What follows belongs to an exercise in optimizing a design on an open flow for small area, a short achievable clock period and few clock cycles per item; a production flow would make more cautious choices.
The RTL was checked by simulation tests, not by an equivalence proof against the original design.
Power and IR drop assume default switching activity.

==> flow/design.v (excerpt) <==
module alu_exec_ctrl #(
  parameter int MUL_LAT = 3
) (
  input  logic        clk,
  input  logic        rst_n,
  input  logic        instr_valid,
  output logic        instr_ready,
  input  logic [31:0] instr,
  output logic        busy,
  output logic        done,
  output logic        illegal,
  output logic [4:0]  wb_addr,
  output logic [15:0] wb_data,
  output logic [15:0] sgpr_out,
  input  logic [4:0]  dbg_addr,
  output logic [15:0] dbg_data
);
For scale: roughly 700 flip-flops, ~97 I/O pins, roughly 38000 um^2 of cells after synthesis.
==> flow/config.mk <==
export PLATFORM = sky130hd
export DESIGN_NAME = alu_exec_ctrl
export DESIGN_NICKNAME = alu_exec_ctrl
export VERILOG_FILES = /design/flow/design.v
export SDC_FILE = /design/flow/constraint.sdc
export NUM_CORES = 4
export LEC_CHECK = 0
export CAP_MARGIN = 20
export CORE_MARGIN = 2
export CORE_UTILIZATION = 60
export PLACE_DENSITY = 0.85
export SETUP_SLACK_MARGIN = 4
export SLEW_MARGIN = 20
export TNS_END_PERCENT = 5
==> flow/constraint.sdc <==
create_clock -name core_clock -period 10.0 [get_ports {clk}]
set_input_delay 2.0000 -clock core_clock [delete_from_list [all_inputs] [get_ports {clk}]]
set_output_delay 2.0000 -clock core_clock [all_outputs]
set_load 0.01 [all_outputs]
standard.sh (not shown) runs the stock make flow with config.mk's settings and CLKGATE_MAP_FILE= SYNTH_SCRIPT=/design/flow/synth_recipe.tcl, a recipe that flattens the netlist after the stock synthesis.
==> flow/flow/run.sh <==
#!/bin/bash
# The standard layout (standard.sh: standard synthesis through finish), with clock tree
# synthesis using clkbuf_4 buffers and no dummy loads, and the port buffers made from buf_1.
# All tool output goes to standard_flow.log here; ORFS's per-step logs stay under orfs/logs/.
set -o pipefail
export CTS_ARGS="-sink_clustering_enable -repair_clock_nets -dont_use_dummy_load -buf_list sky130_fd_sc_hd__clkbuf_4"
export BUFFER_PORTS_ARGS="-buffer_cell sky130_fd_sc_hd__buf_1"
bash standard.sh > standard_flow.log 2>&1
The starting point passed the timing, DRC and antenna checks.
Testbench counts at the start, summed over its fixed seeds: cycles 32,137, instrs 32,000.
Then changed:
==> flow/flow/run.sh (replaced) <==
#!/bin/bash
set -o pipefail
export CTS_ARGS="-sink_clustering_enable -repair_clock_nets -dont_use_dummy_load"
export BUFFER_PORTS_ARGS="-buffer_cell sky130_fd_sc_hd__buf_1"
bash standard.sh > standard_flow.log 2>&1
PLACE_DENSITY = 0.75   (was 0.85)
What happened: Via count fell slightly. Total power climbs by a few percent. Hold slack got worse by 0.0051 ns. Utilization grows by 0.41 points. Routed wire length hardly moves. Final area went up slightly.
Then changed:
--- a/flow/flow/run.sh
+++ b/flow/flow/run.sh
@@ -2,0 +3 @@
+cp standard.sh standard_sh_copy.log
@@ -4 +4,0 @@
-export BUFFER_PORTS_ARGS="-buffer_cell sky130_fd_sc_hd__buf_1"
SETUP_SLACK_MARGIN = 3.5   (was 4)
The changed run passed the timing, DRC and antenna checks.
Cell count stays flat.
Sequential share of layout area falls by 0.75 points.
Wire length went up by 0.56%.
Count of clock-buffer cells in the layout is unchanged.
Worst hold slack gets worse by 0.015 ns.
Maximum frequency came out lower by 5.4%.
Design area rises by 1.6%.
Combinational power hardly moves.
Setup slack gets worse by 0.35 ns.
Clock skew rises by 0.011 ns.
Global-route usage came out higher by 0.29 points.
Then changed:
==> flow/flow/run.sh (replaced) <==
#!/bin/bash
# The standard layout (standard.sh: standard synthesis through finish), with clock tree
# synthesis using clkbuf_4 buffers and no dummy loads. All tool output goes to
# standard_flow.log here; ORFS's per-step logs stay under orfs/logs/.
set -o pipefail
export CTS_ARGS="-sink_clustering_enable -repair_clock_nets -dont_use_dummy_load -buf_list sky130_fd_sc_hd__clkbuf_4"
bash standard.sh > standard_flow.log 2>&1
CAP_MARGIN = 5   (was 20)
SETUP_SLACK_MARGIN = 4   (was 3.5)
SLEW_MARGIN = 5   (was 20)
Outcome: Sequential power stays flat; worst setup slack improved by 0.33 ns; via count climbs by about 4%; power goes down by about 7%; maximum frequency rose by 5.2%; final cell count came out higher by 4.2%; worst hold slack barely changes; synthesized area stays the same.
Then changed:
--- a/flow/flow/run.sh
+++ b/flow/flow/run.sh
@@ -3,2 +3,2 @@
-# synthesis using clkbuf_4 buffers and no dummy loads. All tool output goes to
-# standard_flow.log here; ORFS's per-step logs stay under orfs/logs/.
+# synthesis using clkbuf_4 buffers and no dummy loads, and the port buffers made from buf_1.
+# All tool output goes to standard_flow.log here; ORFS's per-step logs stay under orfs/logs/.
@@ -6,0 +7 @@
+export BUFFER_PORTS_ARGS="-buffer_cell sky130_fd_sc_hd__buf_1"
CAP_MARGIN = 20   (was 5)
SLEW_MARGIN = 20   (was 5)
Total power drops by 0.75%.
Design area drops by 2.8%.
Clock-buffer cell count climbs by 1.
Fmax climbs by 0.67%.
Area after synthesis does not change.


Setup of job 1841:
Starting RTL as in the previous note.
Settings: LEC_CHECK=0, CAP_MARGIN=20, CORE_MARGIN=2, CORE_UTILIZATION=60, PLACE_DENSITY=0.75, SETUP_SLACK_MARGIN=4.3, SLEW_MARGIN=20, TNS_END_PERCENT=5; clock period 10.0 ns.
==> flow/flow/run.sh <==
#!/bin/bash
# The standard layout (standard.sh: standard synthesis through finish), with clock tree
# synthesis using clkbuf_4 buffers and no dummy loads, and the port buffers made from buf_1.
# All tool output goes to standard_flow.log here; ORFS's per-step logs stay under orfs/logs/.
set -o pipefail
export CTS_ARGS="-sink_clustering_enable -repair_clock_nets -dont_use_dummy_load -buf_list sky130_fd_sc_hd__clkbuf_4"
export BUFFER_PORTS_ARGS="-buffer_cell sky130_fd_sc_hd__buf_1"
bash standard.sh > standard_flow.log 2>&1
Job 1841 was carried through to the last stage, and its layout satisfied the timing, DRC and antenna checks.
Testbench counts of job 1841, summed over its fixed seeds: cycles 32,137, instrs 32,000.
## Diff of input files: job 5601 against job 1841
- swapping 4.3 for 4 in SETUP_SLACK_MARGIN
- swapping 20 for 5 in CAP_MARGIN
- swapping 20 for 5 in SLEW_MARGIN
[summary]
- Every stage of job 5601 finished as expected; the final checks, on the other hand, flagged capacitance limit, slew limit, which means the layout fails.
- In job 5601 relative to job 1841, total power divided by cell area had gone down slightly.
- Synthesis-to-finish area growth delta (job 5601 -> job 1841): insignificant
- Relative to job 1841, logic depth of the worst setup path including buffers has decreased by 1 in job 5601.
--- input diff job 5601..job 8303 ---
- swapping 5 for 20 in SLEW_MARGIN
- swapping 5 for 20 in CAP_MARGIN
==> flow/flow/run.sh <==
#!/bin/bash
set -o pipefail
cp standard.sh standard_sh_copy.log
export CTS_ARGS="-sink_clustering_enable -repair_clock_nets -dont_use_dummy_load -buf_list sky130_fd_sc_hd__clkbuf_4"
bash standard.sh > standard_flow.log 2>&1
--- outcome ---
- Per the final summary, job 8303 finished and its layout is clean on timing, DRC and antenna.
- Re multi-input logic portion of the cell area: job 5601 was higher than job 8303.
- Compared with job 5601, job 8303 shows a clock network power consumption that is about 3% higher.
- On power: between job 8303 and job 5601, it ends up higher for job 8303.
- Job 8303 vs job 5601 — count of buffers not belonging to the clock network in the layout climbed by more than 10%
- [job 8303 vs job 5601] number of instances resized during post-cts repair: higher in job 8303
- Compared with job 5601, in job 8303 HPWL reported at the end of detailed placement saw an increase; area added between synthesis and finish shows an increase of 3.6 points.
- Job 8303 ends up with a post-placement cell area that is 600 um2 higher than in job 5601.
- Between job 8303 and job 5601, the power share of the clock group is higher for job 8303.

==> port drivers added, routing unchanged <==
How much do the figures lean on ideal ports? The routed layouts below were timed once more, with nothing changed but the port constraints. Step 1, drivers: a clkbuf_16 drives clk and a buf_2 each remaining input, both assumed. Step 2 times the ports against the registers' clock, not the clock port: input delays grow and output delays shrink by t, the midpoint of the rising clock arrivals with the driver on. Three values: ideal ports, drivers, drivers and shift; two values: the first two.
run	shift t [ns]	slack for setup (ns)	latest minus earliest clock arrival (ns)	slew at the worst register clock pin (ns)	cell pins on the clock port's net
the first run of note 1	1.079	3.775 / 3.716 / 3.716	0.131 / 0.132	0.09 / 0.09	1
the second run of note 1	0.669	3.760 / 3.722 / 3.722	0.097 / 0.096	0.06 / 0.06	1
the third run of note 1	0.690	3.405 / 3.365 / 3.365	0.115 / 0.114	0.07 / 0.07	1
the fourth run of note 1	1.044	3.731 / 3.688 / 3.688	0.146 / 0.146	0.08 / 0.08	1
the fifth run of note 1	1.095	3.772 / 3.720 / 3.720	0.115 / 0.116	0.08 / 0.08	1
job 1841	1.095	3.772 / 3.720 / 3.720	0.115 / 0.116	0.08 / 0.08	1
job 5601	1.051	3.787 / 3.734 / 3.734	0.170 / 0.169	0.07 / 0.07	1
job 8303	1.105	3.774 / 3.722 / 3.722	0.161 / 0.161	0.08 / 0.08	1
For the first run of note 1, which loses most, drivers alone change the setup slack by -0.059 ns; drivers and shift together by -0.059 ns.
